Source: an optimization exercise on an open RTL-to-GDS flow (aim: small area). Production flows keep margins and buffers that such runs may drop.
RTL that was checked went through simulation tests only; none was proved equivalent to the original.
Function not checked in runs 4 and 5: the RTL went through the layout flow alone.
Power figures rest on the tool's default switching activity, not on a simulated workload.

### design.v
module sensor_stream_arbiter #(
  parameter int unsigned N_SENSORS = 8,
  parameter int unsigned DATA_W    = 110
) (
  input  logic                          clock,
  input  logic                          resetn,
  input  logic                          enable,
  input  logic [N_SENSORS-1:0]          sensor_ready,
  input  logic [N_SENSORS*DATA_W-1:0]   sensor_data,
  output logic [7:0]                    tx_data,
  output logic                          tx_valid,
  input  logic                          tx_ack,
  output logic                          busy,
  output logic [N_SENSORS-1:0]          overflow,
  input  logic                          clear_overflow
);
  localparam int unsigned NBYTES = (DATA_W + 7) / 8;    
  localparam int unsigned SH_W   = NBYTES * 8;
  logic                   valid;
  logic [2:0]             last;
  logic [N_SENSORS-1:0]   pending;
  logic [3:0]             cnt;         
  logic [N_SENSORS-1:0][DATA_W-1:0] hold;
  logic [DATA_W-1:0]      pkt;         
  logic [N_SENSORS-1:0] sel;
  logic [2:0]           gidx;
  always_comb begin
    gidx = 3'd0;
    for (int i = 0; i < N_SENSORS; i++) if (sel[i]) gidx = gidx | 3'(i);
  end
  wire grant = enable & (|sel);
  logic [DATA_W-1:0] pkt_n;
  always_comb begin
    pkt_n = {DATA_W{valid}} & pkt;
    for (int i = 0; i < N_SENSORS; i++) pkt_n = pkt_n | ({DATA_W{sel[i]}} & hold[i]);
  end
  wire [SH_W-1:0] pkt_x = SH_W'(pkt);
  logic [7:0] pbyte;
  always_comb begin
    pbyte = 8'h00;
    for (int k = 0; k < NBYTES; k++) if (cnt == 4'(k)) pbyte = pkt_x[SH_W-1-8*k -: 8];
  end
  wire xfer = valid & tx_ack;
  wire done = xfer & (cnt == 4'(NBYTES));
  logic [N_SENSORS-1:0] cap, keep;
  always_comb for (int i = 0; i < N_SENSORS; i++) begin
    cap[i]  = sensor_ready[i] & (~pending[i] | (enable & sel[i]));
    keep[i] = ~sensor_ready[i] | (pending[i] ^ (enable & sel[i]));
  end
  logic                 valid_n;
  logic [2:0]           last_n;
  logic [N_SENSORS-1:0] pending_n, overflow_n;
  always_comb begin
    valid_n = grant | (valid & ~done);
    last_n  = grant ? gidx : last;
    for (int i = 0; i < N_SENSORS; i++) begin
      pending_n[i]  = cap[i] | (pending[i] & ~(enable & sel[i]));
      overflow_n[i] = (sensor_ready[i] & ~cap[i]) | (overflow[i] & ~clear_overflow);
    end
  end
  logic [7:0] rot, sel_n;
  logic [2:0] off;
  always_comb begin
    rot = {pending_n, pending_n} >> (last_n + 3'd1);
    off = 3'd0;
    for (int k = 7; k >= 0; k--) if (rot[k]) off = 3'(k);
    sel_n = '0;
    if (!valid_n && |pending_n) sel_n[last_n + 3'd1 + off] = 1'b1;
  end
  always_ff @(posedge clock or negedge resetn) begin
    if (!resetn) begin
      valid    <= 1'b0;
      last     <= 3'd7;
      pending  <= '0;
      overflow <= '0;
      sel      <= '0;
    end else begin
      valid    <= valid_n;
      last     <= last_n;
      pending  <= pending_n;
      overflow <= overflow_n;
      sel      <= sel_n;
    end
  end
  always_ff @(posedge clock) begin
    pkt <= pkt_n;
    if (!valid) begin
      cnt     <= 4'd0;
      tx_data <= {4'hA, 1'b0, gidx};
    end else if (tx_ack) begin
      cnt     <= cnt + 4'd1;
      tx_data <= pbyte;
    end
    for (int i = 0; i < N_SENSORS; i++)
      hold[i] <= ({DATA_W{cap[i]}} & sensor_data[i*DATA_W +: DATA_W])
               | ({DATA_W{keep[i]}} & hold[i]);
  end
  assign tx_valid = valid;
  assign busy     = valid;
endmodule
### flow/run.sh
#!/bin/bash
set -euo pipefail
cd "$(dirname "${BASH_SOURCE[0]}")/.."
cat >> config.mk <<'EOC'
export BUFFER_PORTS_ARGS = -buffer_cell sky130_fd_sc_hd__buf_1
export CTS_ARGS = -sink_clustering_enable -repair_clock_nets -dont_use_dummy_load -buf_list sky130_fd_sc_hd__clkbuf_16 -sink_clustering_size 30 -sink_clustering_max_diameter 100
EOC
bash standard.sh > standard_flow.log 2>&1
### standard.sh
#!/bin/bash
# synth_recipe.tcl (not shown) runs the flow's synth.tcl, then flattens the netlist and writes it again
# the make line also repeats each setting of config.mk as NAME=value (left out here)
make -C /OpenROAD-flow-scripts/flow DESIGN_CONFIG=/design/flow/config.mk WORK_HOME=/design/flow/orfs CLKGATE_MAP_FILE= SYNTH_SCRIPT=/design/flow/synth_recipe.tcl "${@:-finish}"
### config.mk
export PLATFORM = sky130hd
export DESIGN_NAME = sensor_stream_arbiter
export DESIGN_NICKNAME = sensor_stream_arbiter
export VERILOG_FILES = /design/flow/design.v
export SDC_FILE = /design/flow/constraint.sdc
export NUM_CORES = 4
export LEC_CHECK = 0
export CAP_MARGIN = 20
export CORE_MARGIN = 2
export CORE_UTILIZATION = 40
export SLEW_MARGIN = 20
export BUFFER_PORTS_ARGS = -buffer_cell sky130_fd_sc_hd__buf_1
export CTS_ARGS = -sink_clustering_enable -repair_clock_nets -dont_use_dummy_load -buf_list sky130_fd_sc_hd__clkbuf_16 -sink_clustering_size 30 -sink_clustering_max_diameter 100
### constraint.sdc
create_clock -name core_clock -period 8.0 [get_ports {clock}]
set_input_delay 1.6000 -clock core_clock [delete_from_list [all_inputs] [get_ports {clock}]]
set_output_delay 1.6000 -clock core_clock [all_outputs]
set_load 0.01 [all_outputs]
==> reports/results.md, run 1 <==
| Parameter | Value |
|---|---|
| Syn nets | 4124 |
| Core region area | 0.0914 sq mm |
| Number of nets with antenna violations after routing | 0 |
| Number of buffers added to fix hold violations after cts | 0 |
| Class of the tightest hold or removal check | register to register |
| Latest clock arrival within the worst-skew pair | 0.63 ns |
| Startpoint kind of the worst setup timing path | primary input |
| Worst slew slack as a fraction of its limit | 0.312 |
| Final std cells w/o fill | 5132 |
| Maximum ir drop on the vdd rail | 256 uV |
| WP data arrival | 6.19 ns |
| Count of filler cells inserted in the layout | 8825 |
| Max clock buf depth | 3 |
| Final hold violations | 0 |
| Sequential share of the synthesized area | 0.566 |
| Final Max Slew Viols | 0 |
| Share of cells above drive strength 1 | 0.0348 |
| Critical Path Fanout Max | 17 |
| Full die area | 0.0943 sq mm |
| Time the final worst path needs with I/O delays and setup | 5.66 ns |
| Fin crit share | 0.708 |
| Iteration-0 DRC Markers | 3762 |
| Mean number of vias per cell | 6.36 |
| Vias in the first global route | 30.4k |
| Post-route worst hold slack | 0.431 ns |
| Run status | finished clean |
| Initial antenna violation count | 76 |
| Dpl hpwl | 109000 um |
| Vias | 32.6k |
| Most Used Layer, Global Route | met2 |
| Top post-synthesis cells by count | sky130_fd_sc_hd__dfxtp_1 (999), sky130_fd_sc_hd__a22o_1 (992), sky130_fd_sc_hd__clkbuf_1 (298) |
| Post-Synthesis Cell Area | 0.0367 sq mm |
| Area used by multi-input combinational logic | 0.0147 sq mm |
| Reg2Reg Launch Point | sel[0]$_DFF_PN0_ |
| Met2 Use GR | 0.518 |
| Terminating pin of the worst hold path | pkt[8]$_DFF_P_ |
| Static power due to leakage | 0.0158 uW |
| Highest clock rate | 177 MHz |
| Worst hold path startpoint | hold[8]$_DFF_P_ |
| Cell area after layout | 0.0422 sq mm |
| R2r endpoint | sel[6]$_DFF_PN0_ |
| RSZ-0062 raised after global routing | false |
| Global-route track usage on met3 | 0.0642 |
| Mapped Cells | 3213 |
| Wire length of the first global-routing pass | 221000 um |
| Detailed-route wire length per cell | 30.9 um |
| Critical path's top delay family | compound AO/OA/AOI/OAI gates |
| Met1 usage | 0.410 |
| Floorplan die width | 307 um |
| Area Growth Syn to Fin | 14.8% |
| Number of H-tree levels | 2 |
| Total overflow reported by the global router | 0 |
| Max capacitance violation total | 0 |
| Synth warnings | 1 |
| Kind of critical path | primary input to register |
| Cell type of the slowest stage on the worst timing path | sky130_fd_sc_hd__buf_1 |
| Number of synthesized flops with an enable pin | 3 |
| Count of input and output buffers | 910 |
| FF-to-FF setup slack | 2.58 ns |
| Worst-path clk slew | 0.12 ns |
| Power density of the placed cells | 460 mW/mm^2 |
| Slew at the pin closest to its max-slew limit | 1.03 ns |
| Aggregate routed wire length | 159000 um |
| Die Span Y | 307 um |
| Total I/O pin count | 911 |
| Most area-consuming cells after synthesis | sky130_fd_sc_hd__dfxtp_1 (54%), sky130_fd_sc_hd__a22o_1 (24%), sky130_fd_sc_hd__clkbuf_1 (3.0%), sky130_fd_sc_hd__a222oi_1 (3.0%), sky130_fd_sc_hd__a221oi_1 (2.9%) |
| Slowest stage delay, CP | 0.51 ns |
| Critical path capture point type | register |
| Number of buffer and inverter instances along the worst setup path | 2 |
| Mean cell area of the mapped netlist | 11.4 sq um |
| Hold depth | 2 |
| Overall fraction of global-route tracks in use | 0.316 |
| Core utilization of the finished layout | 0.461 |
| Placed insts | 5023 |
| Count of final setup violators | 0 |
| Clock buffers created by TritonCTS | 43 |
| Number of cell rows | 111 |
| R2r worst-path depth | 14 |
| Data required time at the worst endpoint | 8.52 ns |
| Post CTS Setup Buffer Count | 0 |
| CTS tree | yes |
| Leading register cell type out of synthesis | sky130_fd_sc_hd__dfxtp_1 |
| Reg area | 0.0208 sq mm |
| Initial Utilization | 0.402 |
| Setup Total Neg Slack | 0 ns |
| DRT Pass-1 Iters | 9 |
| Final setup skew | 0.0786 ns |
| Maximum number of pins on one net before global-route repair | 111 |
| Area share of the largest cell type after synthesis | 0.544 |
| Placed Instance Area | 0.0409 sq mm |
| Weighted congestion reported at the end of routability-driven placement | 0.861 |
| Clock root cell | sky130_fd_sc_hd__clkbuf_16 |
| Cell type with the highest aggregate area in the netlist | sky130_fd_sc_hd__dfxtp_1 |
| Clk sink count | 1030 |
| DRC | 0 |
| Share of synthesized flip-flops with an asynchronous set or reset | 0.0272 |
| Count of nets after finishing | 4793 |
| Leading cell type by number of instances after synthesis | sky130_fd_sc_hd__dfxtp_1 |
| Cells traversed along the worst timing path | buf_1 -> buf_4 -> nand2_1 -> ha_1 -> nor2_1 -> o221ai_1 -> o211ai_1 -> o21ai_0 -> a21boi_0 -> o211ai_1 -> o311ai_0 -> o21ai_0 -> ha_1 -> fa_1 -> xnor2_1 -> xor2_2 -> mux2_1 -> nor2_1 |
| Unique masters post-synth | 57 |
| Count of state elements after synthesis | 1030 |
| Total of cells resized after clock tree synthesis | 0 |
worst reg2reg max path, cell delays in order (launching register included):
cell	delay [ns]
sky130_fd_sc_hd__dfrtp_4	0.78
sky130_fd_sc_hd__or4_1	0.93
sky130_fd_sc_hd__o21ai_2	0.27
sky130_fd_sc_hd__mux2i_1	0.34
sky130_fd_sc_hd__xor2_2	0.50
sky130_fd_sc_hd__mux2i_1	0.21
sky130_fd_sc_hd__a21boi_0	0.17
sky130_fd_sc_hd__o311ai_0	0.31
sky130_fd_sc_hd__o21ai_0	0.17
sky130_fd_sc_hd__ha_1	0.23
sky130_fd_sc_hd__fa_1	0.43
sky130_fd_sc_hd__xnor2_1	0.26
sky130_fd_sc_hd__xor2_2	0.32
sky130_fd_sc_hd__mux2_1	0.35
sky130_fd_sc_hd__nor2_1	0.09
cells in the final DEF (no fill, tap or decap), drive strengths merged, types with 3 or more instances in the layout:
| cell type | Yosys | routed |
|---|---|---|
| a221o | 3 | 3 |
| o31ai | 3 | 3 |
| nor3 | 9 | 9 |
| dfrtp | 25 | 25 |
| diode | 0 | 66 |
| or4 | 4 | 4 |
| a31oi | 3 | 3 |
| o221ai | 10 | 10 |
| inv | 30 | 30 |
| clkbuf | 298 | 43 |
| nand4 | 14 | 14 |
| edfxtp | 3 | 3 |
| dfstp | 3 | 3 |
| a221oi | 121 | 121 |
| nand2b | 6 | 6 |
| a22oi | 120 | 120 |
| o2111ai | 7 | 7 |
| o21ai | 45 | 45 |
| nand3 | 124 | 124 |
| mux2i | 4 | 4 |
| o22ai | 8 | 8 |
| ha | 17 | 17 |
| xor2 | 3 | 3 |
| and2 | 13 | 13 |
| a21oi | 25 | 25 |
| buf | 40 | 962 |
| a32oi | 4 | 4 |
| a22o | 992 | 992 |
| xnor2 | 5 | 5 |
| and3 | 3 | 3 |
| dfxtp | 999 | 999 |
| a222oi | 110 | 110 |
| o211ai | 10 | 10 |
| a211oi | 4 | 4 |
| nor2 | 35 | 35 |
| nor2b | 21 | 21 |
| nand2 | 75 | 75 |
| nor4 | 3 | 3 |
cell families after synthesis:
family          after synthesis  share of synthesized area
xor+xnor                      8                    0.00232
compound gates             1475                      0.344
fa+ha+maj                    18                    0.00634
mux                           6                    0.00201
simple gates                308                     0.0410
buf+inv                     368                     0.0380
flops                      1030                      0.566
worst max path at each step:
| stage | from | slack, ns | to | cells past startpoint |
|---|---|---|---|---|
| floorplan | enable | 2.33 | sel[6]$_DFF_PN0_ | 20 |
| global placement | enable | 1.77 | sel[6]$_DFF_PN0_ | 18 |
| detailed placement | enable | 1.77 | sel[6]$_DFF_PN0_ | 18 |
| CTS | enable | 2.40 | sel[6]$_DFF_PN0_ | 18 |
| global route | enable | 2.00 | sel[6]$_DFF_PN0_ | 18 |
| finish | enable | 2.34 | sel[6]$_DFF_PN0_ | 18 |
report_power, final:
group / switching (uW) / internal [uW]
Combinational: 4000 / 3460
Clock: 1620 / 973
Sequential: 1680 / 7650
cell type report:
type,instances,area share
tap,1186,0.0352
multi-input combinational,1815,0.348
clock buffer,43,0.0255
timing repair buffer,962,0.0909
inverter,30,0.00267
sequential,1030,0.494
antenna,66,0.00392
registers in the layout, indices dropped and copies added (netlist names):
name and flops:
overflow 8, hold 880, pending 8, valid 1
pkt 110, cnt 4, last 3, tx_data 8
sel 8
metrics by stage:
step	total power (uW)	setup WS, ns
floorplan	14100	2.33
global route	20400	2.00
detailed placement	16800	1.77
finish	19400	2.34
global placement	16600	1.77
CTS	19300	2.40
per-layer routing:
layer | routed length, um | share of wire
met4 | 5800 | 0.037
met2 | 74700 | 0.47
met3 | 14000 | 0.088
met1 | 64000 | 0.40
met5 | 205 | 0.0013
==> run 2: changes to the inputs <==
--- a/config.mk
+++ b/config.mk
@@ -8,5 +8,5 @@
 export CAP_MARGIN = 20
 export CORE_MARGIN = 2
-export CORE_UTILIZATION = 40
+export CORE_UTILIZATION = 65
 export SLEW_MARGIN = 20
 export BUFFER_PORTS_ARGS = -buffer_cell sky130_fd_sc_hd__buf_1
==> reports/results.md, run 2 <==
| Parameter | Value |
|---|---|
| Run status | aborted with a tool error |
| Stage reached | I/O pin placement (3_2_place_iop) |
| First reported error | [ERROR PPL-0024] Number of IO pins (911) exceeds maximum number of available positions (870). Increase the die perimeter from 966.86um to 1238.96um. |
| Cell type with the highest aggregate area in the netlist | sky130_fd_sc_hd__dfxtp_1 |
| Number of synthesized flops with an enable pin | 3 |
| Share of synthesized flip-flops with an asynchronous set or reset | 0.0272 |
| Initial Utilization | 0.654 |
| Die Span Y | 242 um |
| Sequential share of the synthesized area | 0.566 |
| Floorplan die width | 242 um |
| Synth warnings | 1 |
| Post-Synthesis Cell Area | 0.0367 sq mm |
| Syn nets | 4124 |
| Mean cell area of the mapped netlist | 11.4 sq um |
| Leading register cell type out of synthesis | sky130_fd_sc_hd__dfxtp_1 |
| Most area-consuming cells after synthesis | sky130_fd_sc_hd__dfxtp_1 (54%), sky130_fd_sc_hd__a22o_1 (24%), sky130_fd_sc_hd__clkbuf_1 (3.0%), sky130_fd_sc_hd__a222oi_1 (3.0%), sky130_fd_sc_hd__a221oi_1 (2.9%) |
| Area share of the largest cell type after synthesis | 0.544 |
| Leading cell type by number of instances after synthesis | sky130_fd_sc_hd__dfxtp_1 |
| Unique masters post-synth | 57 |
| Number of cell rows | 87 |
| Mapped Cells | 3213 |
| Top post-synthesis cells by count | sky130_fd_sc_hd__dfxtp_1 (999), sky130_fd_sc_hd__a22o_1 (992), sky130_fd_sc_hd__clkbuf_1 (298) |
| Count of state elements after synthesis | 1030 |
-- run 2: cell counts after synthesis --
No cell type changed its count.
-- run 2: cell families after synthesis --
group,share of synthesized area
xor gates and xnor gates,0.00232
adders and majority gates,0.00634
AOI/OAI and AO/OA,0.344
and+or+nand+nor,0.0410
muxes,0.00201
buffers and inverters,0.0380
DFF,0.566
==> run 3: changes to the inputs <==
==> flow/run.sh (replaced) <==
#!/bin/bash
set -euo pipefail
cd "$(dirname "${BASH_SOURCE[0]}")/.."
echo 'export BUFFER_PORTS_ARGS = -buffer_cell sky130_fd_sc_hd__buf_1' >> config.mk
bash standard.sh > standard_flow.log 2>&1
==> config.mk (replaced) <==
export PLATFORM = sky130hd
export DESIGN_NAME = sensor_stream_arbiter
export DESIGN_NICKNAME = sensor_stream_arbiter
export VERILOG_FILES = /design/flow/design.v
export SDC_FILE = /design/flow/constraint.sdc
export NUM_CORES = 4
export LEC_CHECK = 0
export CAP_MARGIN = 20
export CORE_MARGIN = 2
export CORE_UTILIZATION = 40
export SLEW_MARGIN = 20
export BUFFER_PORTS_ARGS = -buffer_cell sky130_fd_sc_hd__buf_1
==> reports/results.md, run 3 <==
| Parameter | Value |
|---|---|
| Commonest cells after routing, fill and taps aside | sky130_fd_sc_hd__dfxtp_1 (999), sky130_fd_sc_hd__a22o_1 (992), sky130_fd_sc_hd__buf_1 (910) |
| Vias | 33.2k |
| Count of state elements after synthesis | 1030 |
| Area Growth Syn to Fin | 21.4% |
| Worst-path clk slew | 0.06 ns |
| Worst slew slack as a fraction of its limit | 0.316 |
| Unique masters post-synth | 57 |
| Data required time at the worst endpoint | 8.62 ns |
| Sequential share of the synthesized area | 0.566 |
| Maximum number of pins on one net before global-route repair | 111 |
| Share of synthesized flip-flops with an asynchronous set or reset | 0.0272 |
| Post-Synthesis Cell Area | 0.0367 sq mm |
| Most area-consuming cells after synthesis | sky130_fd_sc_hd__dfxtp_1 (54%), sky130_fd_sc_hd__a22o_1 (24%), sky130_fd_sc_hd__clkbuf_1 (3.0%), sky130_fd_sc_hd__a222oi_1 (3.0%), sky130_fd_sc_hd__a221oi_1 (2.9%) |
| Initial Utilization | 0.402 |
| Number of buffers added to fix hold violations after cts | 0 |
| Core region area | 0.0914 sq mm |
| Synth warnings | 1 |
| Leading cell type by number of instances after synthesis | sky130_fd_sc_hd__dfxtp_1 |
| Dpl hpwl | 109000 um |
| Slew at the pin closest to its max-slew limit | 1.03 ns |
| Kind of critical path | primary input to register |
| Share of cells above drive strength 1 | 0.0623 |
| Maximum ir drop on the vdd rail | 226 uV |
| Post CTS Setup Buffer Count | 0 |
| Setup slack of the critical path after layout | 2.42 ns |
| Overall fraction of global-route tracks in use | 0.321 |
| Cell type with the highest aggregate area in the netlist | sky130_fd_sc_hd__dfxtp_1 |
| Power density of the placed cells | 490 mW/mm^2 |
| Syn nets | 4124 |
| Count of nets after finishing | 4857 |
| Top post-synthesis cells by count | sky130_fd_sc_hd__dfxtp_1 (999), sky130_fd_sc_hd__a22o_1 (992), sky130_fd_sc_hd__clkbuf_1 (298) |
| Floorplan die width | 307 um |
| Fin crit share | 0.697 |
| Highest clock rate | 179 MHz |
| Total of cells resized after clock tree synthesis | 0 |
| Iteration-0 DRC Markers | 3902 |
| Run status | finished clean |
| DRT Pass-1 Iters | 8 |
| Class of the tightest hold or removal check | register to register |
| Cell area after layout | 0.0446 sq mm |
| Clock buffers created by TritonCTS | 107 |
| WP data arrival | 6.20 ns |
| Static power due to leakage | 0.0170 uW |
| Most common cell after layout, fill and taps aside | sky130_fd_sc_hd__dfxtp_1 |
| Mean number of vias per cell | 6.29 |
| Mapped Cells | 3213 |
| Largest register by flop count | hold |
| Clock root cell | sky130_fd_sc_hd__clkbuf_16 |
| Clk sink count | 1030 |
| Setup Total Neg Slack | 0 ns |
| Die Span Y | 307 um |
| Total overflow reported by the global router | 0 |
| Count of input and output buffers | 910 |
| Area used by multi-input combinational logic | 0.0147 sq mm |
| Placed Instance Area | 0.0409 sq mm |
| Max clock buf depth | 3 |
| Number of cell rows | 111 |
| Aggregate routed wire length | 161000 um |
| Mean cell area of the mapped netlist | 11.4 sq um |
| Weighted congestion reported at the end of routability-driven placement | 0.861 |
| Final setup skew | 0.0225 ns |
| Full die area | 0.0943 sq mm |
| Leading register cell type out of synthesis | sky130_fd_sc_hd__dfxtp_1 |
| Core utilization of the finished layout | 0.488 |
| Wire length of the first global-routing pass | 224000 um |
| Setup slack at placement | 1.77 ns |
| Number of synthesized flops with an enable pin | 3 |
| Critical Path Fanout Max | 17 |
| Max capacitance violation total | 0 |
| Vias in the first global route | 31.2k |
| Area share of the largest cell type after synthesis | 0.544 |
| Time the final worst path needs with I/O delays and setup | 5.58 ns |
| Number of H-tree levels | 3 |
| Count of final setup violators | 0 |
| Reg area | 0.0208 sq mm |
| Total I/O pin count | 911 |
| Count of filler cells inserted in the layout | 8570 |
| Latest clock arrival within the worst-skew pair | 0.71 ns |
| Startpoint kind of the worst setup timing path | primary input |
| Number of nets with antenna violations after routing | 0 |
| Initial antenna violation count | 72 |
| Post-route worst hold slack | 0.454 ns |
| DRC | 0 |
| RSZ-0062 raised after global routing | false |
| Critical path capture point type | register |
| Number of flip-flops in the largest register | 880 |
| Final Max Slew Viols | 0 |
| Final hold violations | 0 |
| Largest registers in the final layout | hold: 880 flops, pkt: 110 flops |
| CTS tree | yes |
| Detailed-route wire length per cell | 30.5 um |
-- run 3: cell counts after synthesis --
No cell type changed its count.
-- run 3: final timing paths --
| check | start | endpoint | slack [ns] | cells past startpoint |
|---|---|---|---|---|
| min reg2reg | tx_data[3]$_SDFFE_PN0P_ | tx_data[3]$_SDFFE_PN0P_ | 0.45 | 2 |
| min | tx_data[3]$_SDFFE_PN0P_ | tx_data[3]$_SDFFE_PN0P_ | 0.45 | 2 |
| max in group asynchronous | resetn | valid$_DFF_PN0_ | 6.73 | 2 |
| min in group asynchronous | resetn | overflow[2]$_DFF_PN0_ | 0.92 | 2 |
| max | enable | sel[6]$_DFF_PN0_ | 2.42 | 18 |
| max reg2reg | sel[0]$_DFF_PN0_ | sel[6]$_DFF_PN0_ | 2.57 | 14 |
-- run 3: per-layer routing --
metal  track usage  up-vias  share of wire
li1              -    14474              -
met1         0.412    16574           0.40
met2         0.520     1797           0.47
met3        0.0731      344          0.089
met4         0.136       38          0.036
met5             0        -         0.0017
-- run 3: cell type report --
cell class / count / area share
flip-flops and latches: 1030 / 0.467
clock inverters: 15 / 0.00468
inverters: 30 / 0.00252
well taps: 1186 / 0.0333
diodes: 65 / 0.00365
repair buffers: 962 / 0.0859
clock buffers: 176 / 0.0744
multi-input cells: 1815 / 0.329
-- run 3: stage by stage --
step	total power (uW)	cells
finish	21900	5279
global route	22900	5263
CTS	21800	5214
detailed placement	16800	5023
global placement	16600	5023
floorplan	14100	3213
-- run 3: kinds of logic after synthesis --
family                     share of synthesized area
xor gates and xnor gates                     0.00232
DFF                                            0.566
and+or+nand+nor                               0.0410
buffers and inverters                         0.0380
muxes                                        0.00201
adders and majority gates                    0.00634
AOI/OAI and AO/OA                              0.344
-- run 3: critical path, cell delays in order --
cell and delay [ns]:
sky130_fd_sc_hd__buf_1 0.53, sky130_fd_sc_hd__buf_4 0.33, sky130_fd_sc_hd__nand2_1 0.08, sky130_fd_sc_hd__ha_1 0.27
sky130_fd_sc_hd__nor2_1 0.27, sky130_fd_sc_hd__o221ai_1 0.18, sky130_fd_sc_hd__o211ai_1 0.49, sky130_fd_sc_hd__o21ai_0 0.13
sky130_fd_sc_hd__a21boi_0 0.21, sky130_fd_sc_hd__o211ai_1 0.10, sky130_fd_sc_hd__o311ai_0 0.14, sky130_fd_sc_hd__o21ai_0 0.17
sky130_fd_sc_hd__ha_1 0.23, sky130_fd_sc_hd__fa_1 0.43, sky130_fd_sc_hd__xnor2_1 0.26, sky130_fd_sc_hd__xor2_2 0.32
sky130_fd_sc_hd__mux2_1 0.35, sky130_fd_sc_hd__nor2_1 0.09
-- run 3: report_power, final --
group | internal, uW | switching (uW)
Clock | 2890 | 2140
Sequential | 7680 | 1680
Combinational | 3460 | 4020
==> run 4: changes to the inputs <==
--- a/design.v
+++ b/design.v
@@ -21,5 +21,5 @@
   logic [N_SENSORS-1:0]   pending;
   logic [3:0]             cnt;         
-  logic [N_SENSORS-1:0][DATA_W-1:0] hold;
+  logic [DATA_W-1:0]      hold [N_SENSORS];
   logic [DATA_W-1:0]      pkt;         
   logic [N_SENSORS-1:0] sel;
@@ -43,9 +43,7 @@
   wire xfer = valid & tx_ack;
   wire done = xfer & (cnt == 4'(NBYTES));
-  logic [N_SENSORS-1:0] cap, keep;
-  always_comb for (int i = 0; i < N_SENSORS; i++) begin
-    cap[i]  = sensor_ready[i] & (~pending[i] | (enable & sel[i]));
-    keep[i] = ~sensor_ready[i] | (pending[i] ^ (enable & sel[i]));
-  end
+  logic [N_SENSORS-1:0] cap;
+  always_comb for (int i = 0; i < N_SENSORS; i++)
+    cap[i] = sensor_ready[i] & (~pending[i] | (enable & sel[i]));
   logic                 valid_n;
   logic [2:0]           last_n;
@@ -94,5 +92,5 @@
     for (int i = 0; i < N_SENSORS; i++)
       hold[i] <= ({DATA_W{cap[i]}} & sensor_data[i*DATA_W +: DATA_W])
-               | ({DATA_W{keep[i]}} & hold[i]);
+               | ({DATA_W{~cap[i]}} & hold[i]);
   end
   assign tx_valid = valid;
==> run.sh (new file) <==
#!/bin/bash
# synth_recipe.tcl (not shown) runs the flow's synth.tcl, then flattens the netlist and writes it again
# the make line also repeats each setting of config.mk as NAME=value (left out here)
make -C /OpenROAD-flow-scripts/flow DESIGN_CONFIG=/design/flow/config.mk WORK_HOME=/design/flow/orfs CLKGATE_MAP_FILE= SYNTH_SCRIPT=/design/flow/synth_recipe.tcl finish
--- a/config.mk
+++ b/config.mk
@@ -10,3 +10,2 @@
 export CORE_UTILIZATION = 40
 export SLEW_MARGIN = 20
-export BUFFER_PORTS_ARGS = -buffer_cell sky130_fd_sc_hd__buf_1
removed: flow/run.sh
removed: standard.sh
==> reports/results.md, run 4 <==
| Parameter | Value |
|---|---|
| Clock root cell | sky130_fd_sc_hd__clkbuf_16 |
| RSZ-0062 raised after global routing | false |
| Post-Synthesis Cell Area | 0.0368 sq mm |
| Data required time at the worst endpoint | 8.62 ns |
| Top post-synthesis cells by count | sky130_fd_sc_hd__edfxtp_1 (883), sky130_fd_sc_hd__clkbuf_1 (125), sky130_fd_sc_hd__nand3_1 (125) |
| Worst slew slack as a fraction of its limit | 0.296 |
| Latest clock arrival within the worst-skew pair | 0.69 ns |
| DRT Pass-1 Iters | 9 |
| Fin crit share | 0.815 |
| Number of H-tree levels | 3 |
| Met2 Use GR | 0.487 |
| DRC | 0 |
| Area share of the largest cell type after synthesis | 0.721 |
| R2r endpoint | sel[7]$_DFF_PN0_ |
| Kind of critical path | primary input to register |
| Core utilization of the finished layout | 0.558 |
| Terminating pin of the worst hold path | pkt[22]$_DFF_P_ |
| FF-to-FF setup slack | 1.94 ns |
| Count of final setup violators | 0 |
| Syn nets | 2983 |
| Area used by multi-input combinational logic | 0.00660 sq mm |
| Hold depth | 2 |
| Most area-consuming cells after synthesis | sky130_fd_sc_hd__edfxtp_1 (72%), sky130_fd_sc_hd__dfxtp_1 (6.5%), sky130_fd_sc_hd__a222oi_1 (3.0%), sky130_fd_sc_hd__a221oi_1 (2.9%), sky130_fd_sc_hd__a22o_1 (2.6%) |
| Mean number of vias per cell | 5.75 |
| Total of cells resized after clock tree synthesis | 0 |
| Count of state elements after synthesis | 1030 |
| Number of cell rows | 111 |
| Mapped Cells | 2080 |
| Global-route track usage on met3 | 0.0734 |
| R2r worst-path depth | 19 |
| Most common cell after layout, fill and taps aside | sky130_fd_sc_hd__clkdlybuf4s50_1 |
| Die Span Y | 307 um |
| Full die area | 0.0944 sq mm |
| Maximum ir drop on the vdd rail | 316 uV |
| Leading cell type by number of instances after synthesis | sky130_fd_sc_hd__edfxtp_1 |
| Core region area | 0.0914 sq mm |
| Initial Utilization | 0.402 |
| Critical Path Fanout Max | 15 |
| Slew at the pin closest to its max-slew limit | 1.06 ns |
| Area Growth Syn to Fin | 38.7% |
| Total overflow reported by the global router | 0 |
| Startpoint kind of the worst setup timing path | primary input |
| Cells traversed along the worst timing path | clkdlybuf4s50_1 -> o41ai_1 -> and3b_1 -> or2_1 -> inv_1 -> ha_1 -> xor2_2 -> a211oi_1 -> or2_2 -> nor2_1 -> a22oi_1 -> a21oi_1 -> nor2_1 -> ha_1 -> fa_1 -> inv_1 -> ha_1 -> inv_1 -> xnor3_1 -> nor2_1 |
| Setup slack at placement | 0.819 ns |
| Setup Total Neg Slack | 0 ns |
| CTS tree | yes |
| Max capacitance violation total | 0 |
| Wire length of the first global-routing pass | 188000 um |
| Final setup skew | 0.0264 ns |
| Mean cell area of the mapped netlist | 17.7 sq um |
| Commonest cells after routing, fill and taps aside | sky130_fd_sc_hd__clkdlybuf4s50_1 (910), sky130_fd_sc_hd__edfxtp_1 (883), sky130_fd_sc_hd__nand3_1 (125) |
| Number of buffers added to fix hold violations after cts | 0 |
| Reg2Reg Launch Point | sel[7]$_DFF_PN0_ |
| Floorplan die width | 307 um |
| Leading register cell type out of synthesis | sky130_fd_sc_hd__edfxtp_1 |
| Number of synthesized flops with an enable pin | 883 |
| Initial antenna violation count | 54 |
| Class of the tightest hold or removal check | register to register |
| Cell type with the highest aggregate area in the netlist | sky130_fd_sc_hd__edfxtp_1 |
| Count of input and output buffers | 910 |
| Post-route worst hold slack | 0.452 ns |
| Total I/O pin count | 911 |
| Detailed-route wire length per cell | 31.6 um |
| Count of nets after finishing | 3893 |
| Max clock buf depth | 3 |
| Static power due to leakage | 0.0170 uW |
| Time the final worst path needs with I/O delays and setup | 6.52 ns |
| Final hold violations | 0 |
| Run status | finished clean |
| Count of filler cells inserted in the layout | 7177 |
| Share of cells above drive strength 1 | 0.0759 |
| Unique masters post-synth | 66 |
| Aggregate routed wire length | 137000 um |
| Vias | 24.8k |
| Final Max Slew Viols | 0 |
| Cell type of the slowest stage on the worst timing path | sky130_fd_sc_hd__clkdlybuf4s50_1 |
| Worst-path clk slew | 0.06 ns |
| Maximum number of pins on one net before global-route repair | 111 |
| Highest clock rate | 153 MHz |
| Critical path capture point type | register |
| Clk sink count | 1030 |
| Clock buffers created by TritonCTS | 107 |
| Met1 usage | 0.339 |
| Overall fraction of global-route tracks in use | 0.281 |
| Setup slack of the critical path after layout | 1.48 ns |
| Slowest stage delay, CP | 0.68 ns |
| Final std cells w/o fill | 4317 |
| Share of synthesized flip-flops with an asynchronous set or reset | 0.0272 |
| Most Used Layer, Global Route | met2 |
| Iteration-0 DRC Markers | 2797 |
| Post CTS Setup Buffer Count | 0 |
| Number of nets with antenna violations after routing | 0 |
| WP data arrival | 7.14 ns |
| Vias in the first global route | 25.5k |
| Synth warnings | 2 |
| Placed insts | 4067 |
| Reg area | 0.0296 sq mm |
| Sequential share of the synthesized area | 0.805 |
| Power density of the placed cells | 362 mW/mm^2 |
| Weighted congestion reported at the end of routability-driven placement | 0.908 |
| Dpl hpwl | 96200 um |
## run 4: cell types whose count changed after synthesis, moves of 7 or more
cell                       change
sky130_fd_sc_hd__edfxtp_1    +880
sky130_fd_sc_hd__inv_1        -10
sky130_fd_sc_hd__a22o_1      -882
sky130_fd_sc_hd__nand4_1      -11
sky130_fd_sc_hd__nand2_1      -15
sky130_fd_sc_hd__buf_1        -26
sky130_fd_sc_hd__a21oi_1      +13
sky130_fd_sc_hd__clkbuf_1    -173
sky130_fd_sc_hd__nor2b_1       -7
sky130_fd_sc_hd__dfxtp_1     -880
sky130_fd_sc_hd__o21ai_0      -12
sky130_fd_sc_hd__ha_1          -8
## run 4: layout make-up
| class | instances | share of cell area |
|---|---|---|
| Multi-Input combinational cell | 890 | 0.130 |
| Sequential cell | 1030 | 0.581 |
| Clock buffer | 136 | 0.0567 |
| Inverter | 20 | 0.00147 |
| Antenna cell | 46 | 0.00226 |
| Tap cell | 1186 | 0.0291 |
| Timing Repair Buffer | 941 | 0.184 |
| Clock inverter | 68 | 0.0155 |
## run 4: worst max path at each step
| stage | endpoint | cells after the start | startpoint | slack [ns] |
|---|---|---|---|---|
| floorplan | register | 3 | enable | 0.54 |
| global placement | sel[7]$_DFF_PN0_ | 20 | enable | 0.87 |
| detailed placement | sel[7]$_DFF_PN0_ | 20 | enable | 0.82 |
| CTS | sel[7]$_DFF_PN0_ | 20 | enable | 1.54 |
| global route | sel[0]$_DFF_PN0_ | 18 | enable | 1.10 |
| finish | sel[7]$_DFF_PN0_ | 20 | enable | 1.48 |
## run 4: logic make-up (layout without fill, tap and decap cells)
| family | Yosys count | count (layout) | synth area share |
|---|---|---|---|
| buffers and inverters | 160 | 1165 | 0.0169 |
| AND/OR/NAND/NOR | 283 | 283 | 0.0381 |
| adder cells (fa/ha/maj) | 10 | 10 | 0.00361 |
| other | 0 | 46 | 0 |
| multiplexers | 11 | 11 | 0.00340 |
| AO/OA/AOI/OAI | 577 | 577 | 0.130 |
| XOR/XNOR | 9 | 9 | 0.00310 |
| flip-flops | 1030 | 1030 | 0.805 |
## run 4: stage by stage
step | total power [uW] | cell area, sq um
3_5_place_dp | 13400 | 47200
6_report | 18500 | 51000
5_1_grt | 19300 | 51000
3_3_place_gp | 13300 | 47200
2_1_floorplan | 11000 | 36800
4_1_cts | 18600 | 50900
## run 4: power by group
part | internal [uW] | leakage [uW] | switching, uW | total, uW
combinational | 2430 | 0.00596 | 3360 | 5790
sequential | 6760 | 0.00923 | 711 | 7470
clock | 3100 | 0.00180 | 2100 | 5200
## run 4: layer usage
metal  share of wire  routed length [um]
met1            0.37               50600
met2            0.51               69800
met3           0.085               11500
met4           0.032                4400
met5          0.0013                 177
## run 4: worst max-delay path: cells and delay by family
kind	cells	cell delay [ns]
AND/OR/NAND/NOR	6	1.58
adder cells (fa/ha/maj)	4	1.34
buffers and inverters	4	1.07
XOR/XNOR	2	0.90
AO/OA/AOI/OAI	4	0.64
==> run 5: changes to the inputs <==
--- a/config.mk
+++ b/config.mk
@@ -9,3 +9,5 @@
 export CORE_MARGIN = 2
 export CORE_UTILIZATION = 40
+export CTS_BUF_LIST = sky130_fd_sc_hd__clkbuf_8
+export CTS_CLUSTER_SIZE = 30
 export SLEW_MARGIN = 20
==> reports/results.md, run 5 <==
| Parameter | Value |
|---|---|
| Total I/O pin count | 911 |
| Number of synthesized flops with an enable pin | 883 |
| Die Span Y | 307 um |
| Leading register cell type out of synthesis | sky130_fd_sc_hd__edfxtp_1 |
| Placed insts | 4067 |
| Overall fraction of global-route tracks in use | 0.284 |
| DRT Pass-1 Iters | 9 |
| Critical path capture point type | register |
| Area share of the largest cell type after synthesis | 0.721 |
| Final hold violations | 0 |
| Top post-synthesis cells by count | sky130_fd_sc_hd__edfxtp_1 (883), sky130_fd_sc_hd__clkbuf_1 (125), sky130_fd_sc_hd__nand3_1 (125) |
| Setup Total Neg Slack | 0 ns |
| Startpoint kind of the worst setup timing path | primary input |
| Syn nets | 2983 |
| Core utilization of the finished layout | 0.553 |
| Number of buffers added to fix hold violations after cts | 0 |
| Count of state elements after synthesis | 1030 |
| Maximum number of pins on one net before global-route repair | 111 |
| Mean number of vias per cell | 5.72 |
| Final std cells w/o fill | 4423 |
| Power density of the placed cells | 351 mW/mm^2 |
| Clock buffers created by TritonCTS | 170 |
| Count of filler cells inserted in the layout | 7292 |
| Time the final worst path needs with I/O delays and setup | 6.39 ns |
| Share of cells above drive strength 1 | 0.0914 |
| Post CTS Setup Buffer Count | 0 |
| Setup slack at placement | 0.819 ns |
| Count of final setup violators | 0 |
| Number of buffer and inverter instances along the worst setup path | 4 |
| Dpl hpwl | 96200 um |
| Mapped Cells | 2080 |
| Cells traversed along the worst timing path | clkdlybuf4s50_1 -> o41ai_1 -> and3b_1 -> or2_1 -> inv_1 -> ha_1 -> xor2_2 -> a211oi_1 -> or2_2 -> nor2_1 -> a22oi_1 -> a21oi_1 -> nor2_1 -> ha_1 -> fa_1 -> inv_1 -> ha_1 -> inv_1 -> xnor3_1 -> nor2_1 |
| Kind of critical path | primary input to register |
| Area Growth Syn to Fin | 37.5% |
| Full die area | 0.0944 sq mm |
| Max clock buf depth | 3 |
| Total of cells resized after clock tree synthesis | 0 |
| RSZ-0062 raised after global routing | false |
| Clk sink count | 1030 |
| Total overflow reported by the global router | 0 |
| Number of H-tree levels | 4 |
| Worst-path clk slew | 0.06 ns |
| Setup slack of the critical path after layout | 1.61 ns |
| Fin crit share | 0.799 |
| Worst slew slack as a fraction of its limit | 0.287 |
| Count of input and output buffers | 910 |
| CTS tree | yes |
| Final Max Slew Viols | 0 |
| Most common cell after layout, fill and taps aside | sky130_fd_sc_hd__clkdlybuf4s50_1 |
| Class of the tightest hold or removal check | register to register |
| Static power due to leakage | 0.0171 uW |
| Clock root cell | sky130_fd_sc_hd__clkbuf_8 |
| Mean cell area of the mapped netlist | 17.7 sq um |
| DRC | 0 |
| Power Total | 17700 uW |
| Latest clock arrival within the worst-skew pair | 0.85 ns |
| Aggregate routed wire length | 138000 um |
| Share of synthesized flip-flops with an asynchronous set or reset | 0.0272 |
| Slowest stage delay, CP | 0.68 ns |
| Count of nets after finishing | 3956 |
| WP data arrival | 7.14 ns |
| Max capacitance violation total | 0 |
| Sequential share of the synthesized area | 0.805 |
| Unique masters post-synth | 66 |
| Cell type with the highest aggregate area in the netlist | sky130_fd_sc_hd__edfxtp_1 |
| Most area-consuming cells after synthesis | sky130_fd_sc_hd__edfxtp_1 (72%), sky130_fd_sc_hd__dfxtp_1 (6.5%), sky130_fd_sc_hd__a222oi_1 (3.0%), sky130_fd_sc_hd__a221oi_1 (2.9%), sky130_fd_sc_hd__a22o_1 (2.6%) |
| Run status | finished clean |
| Data required time at the worst endpoint | 8.75 ns |
| Vias | 25.3k |
| Post-Synthesis Cell Area | 0.0368 sq mm |
| Maximum ir drop on the vdd rail | 323 uV |
| Core region area | 0.0914 sq mm |
| Number of cell rows | 111 |
| Detailed-route wire length per cell | 31.1 um |
| Weighted congestion reported at the end of routability-driven placement | 0.908 |
| Vias in the first global route | 26.1k |
| Synth warnings | 2 |
| Critical Path Fanout Max | 15 |
| Slew at the pin closest to its max-slew limit | 1.07 ns |
| Cell type of the slowest stage on the worst timing path | sky130_fd_sc_hd__clkdlybuf4s50_1 |
| Initial antenna violation count | 44 |
| Leading cell type by number of instances after synthesis | sky130_fd_sc_hd__edfxtp_1 |
| Iteration-0 DRC Markers | 2786 |
| Highest clock rate | 157 MHz |
| Initial Utilization | 0.402 |
| Critical path's top delay family | simple AND/OR/NAND/NOR gates |
| Commonest cells after routing, fill and taps aside | sky130_fd_sc_hd__clkdlybuf4s50_1 (910), sky130_fd_sc_hd__edfxtp_1 (883), sky130_fd_sc_hd__clkbuf_8 (195) |
| Wire length of the first global-routing pass | 190000 um |
| Number of nets with antenna violations after routing | 0 |
| Floorplan die width | 307 um |
| Final setup skew | 0.0469 ns |
-- run 5: cell types whose count changed in the layout (fill, tap and decap cells not counted), sizes merged --
cell    delta
clkbuf    +59
diode      -5
inv       +73
bufinv    -16
clkinv     -5
-- run 5: through the flow --
stage          hold WS [ns]  cell area (sq um)
5_1_grt               0.471              50500
2_1_floorplan         0.438              36800
3_5_place_dp          0.449              47200
6_report              0.450              50500
4_1_cts               0.444              50400
3_3_place_gp          0.446              47200
-- run 5: power breakdown --
part | switching (uW) | internal (uW)
Combinational | 3390 | 2440
Sequential | 716 | 6760
Clock | 2150 | 2270
Total | 6260 | 11500
-- run 5: layout make-up --
type	count	area [sq um]	share of cell area
Inverter	20	75.1	0.00149
Sequential cell	1030	29600	0.586
Tap cell	1186	1480	0.0294
Timing Repair Buffer	941	9390	0.186
Clock buffer	195	2680	0.0531
Antenna cell	41	103	0.00203
Clock inverter	120	564	0.0112
Multi-Input combinational cell	890	6600	0.131
-- run 5: worst paths after layout --
| kind | endpoint | slack, ns | cells past startpoint | startpoint |
|---|---|---|---|---|
| min reg2reg | pkt[11]$_DFF_P_ | 0.45 | 2 | register |
| min in group asynchronous | overflow[3]$_DFF_PN0_ | 1.18 | 2 | resetn |
| max | sel[7]$_DFF_PN0_ | 1.61 | 20 | enable |
| max reg2reg | sel[7]$_DFF_PN0_ | 1.92 | 19 | sel[7]$_DFF_PN0_ |
| min | pkt[11]$_DFF_P_ | 0.45 | 2 | register |
| max in group asynchronous | last[0]$_DFF_PN1_ | 6.47 | 2 | resetn |
-- run 5: kinds of logic (layout without fill, tap and decap cells) --
logic type	Yosys count	in the layout	share of synthesized area
other	0	41	0
xor gates and xnor gates	9	9	0.00310
AOI/OAI and AO/OA	577	577	0.130
DFF	1030	1030	0.805
adders and majority gates	10	10	0.00361
and+or+nand+nor	283	283	0.0381
muxes	11	11	0.00340
buffers and inverters	160	1276	0.0169
-- run 5: worst register-to-register path, stage by stage (launching register included) --
cell and delay [ns]:
sky130_fd_sc_hd__dfrtp_4 0.72, sky130_fd_sc_hd__o41ai_1 0.67, sky130_fd_sc_hd__and3b_1 0.37, sky130_fd_sc_hd__or2_1 0.52
sky130_fd_sc_hd__inv_1 0.14, sky130_fd_sc_hd__ha_1 0.28, sky130_fd_sc_hd__xor2_2 0.46, sky130_fd_sc_hd__a211oi_1 0.17
sky130_fd_sc_hd__or2_2 0.36, sky130_fd_sc_hd__nor2_1 0.14, sky130_fd_sc_hd__a22oi_1 0.08, sky130_fd_sc_hd__a21oi_1 0.15
sky130_fd_sc_hd__nor2_1 0.06, sky130_fd_sc_hd__ha_1 0.20, sky130_fd_sc_hd__fa_1 0.59, sky130_fd_sc_hd__inv_1 0.12
sky130_fd_sc_hd__ha_1 0.28, sky130_fd_sc_hd__inv_1 0.14, sky130_fd_sc_hd__xnor3_1 0.45, sky130_fd_sc_hd__nor2_1 0.11
-- run 5: metal layers --
layer,vias to the layer above,wire [um],track usage
met4,22,3750,0.103
met3,200,12100,0.0771
met2,1385,70900,0.492
li1,10760,-,-
met1,12948,50600,0.339
met5,-,151,0

==> static timing again, ports no longer ideal <==
The results above use ideal ports. As a check the final layouts listed here were re-extracted and re-timed, cells and wires unchanged.
Step 1 assumes that a clkbuf_16 drives the clock port and a buf_2 every other input.
Step 2 times the ports against the registers' clock, not the clock port: input delays grow and output delays shrink by t, the midpoint of the rising clock arrivals with the driver on.
Slacks: ideal ports / drivers / drivers and shift; pairs: ideal ports / drivers.
| run | shift t [ns] | setup slack, ns | worst setup path at the end | worst data-port slew with drivers (ns) |
|---|---|---|---|---|
| run 1 | 0.660 | 2.338 / 2.350 / 1.690 | input to register | 0.21 |
| run 3 | 0.764 | 2.421 / 2.441 / 1.677 | input to register | 0.20 |
| run 4 | 0.749 | 1.477 / 1.504 / 0.755 | input to register | 0.14 |
| run 5 | 0.885 | 1.612 / 1.634 / 0.748 | input to register | 0.16 |
After both steps setup and hold are still met in every run listed. The setup slack of run 5, which loses most, moves by +0.022 ns with the drivers and by -0.864 ns with both steps.
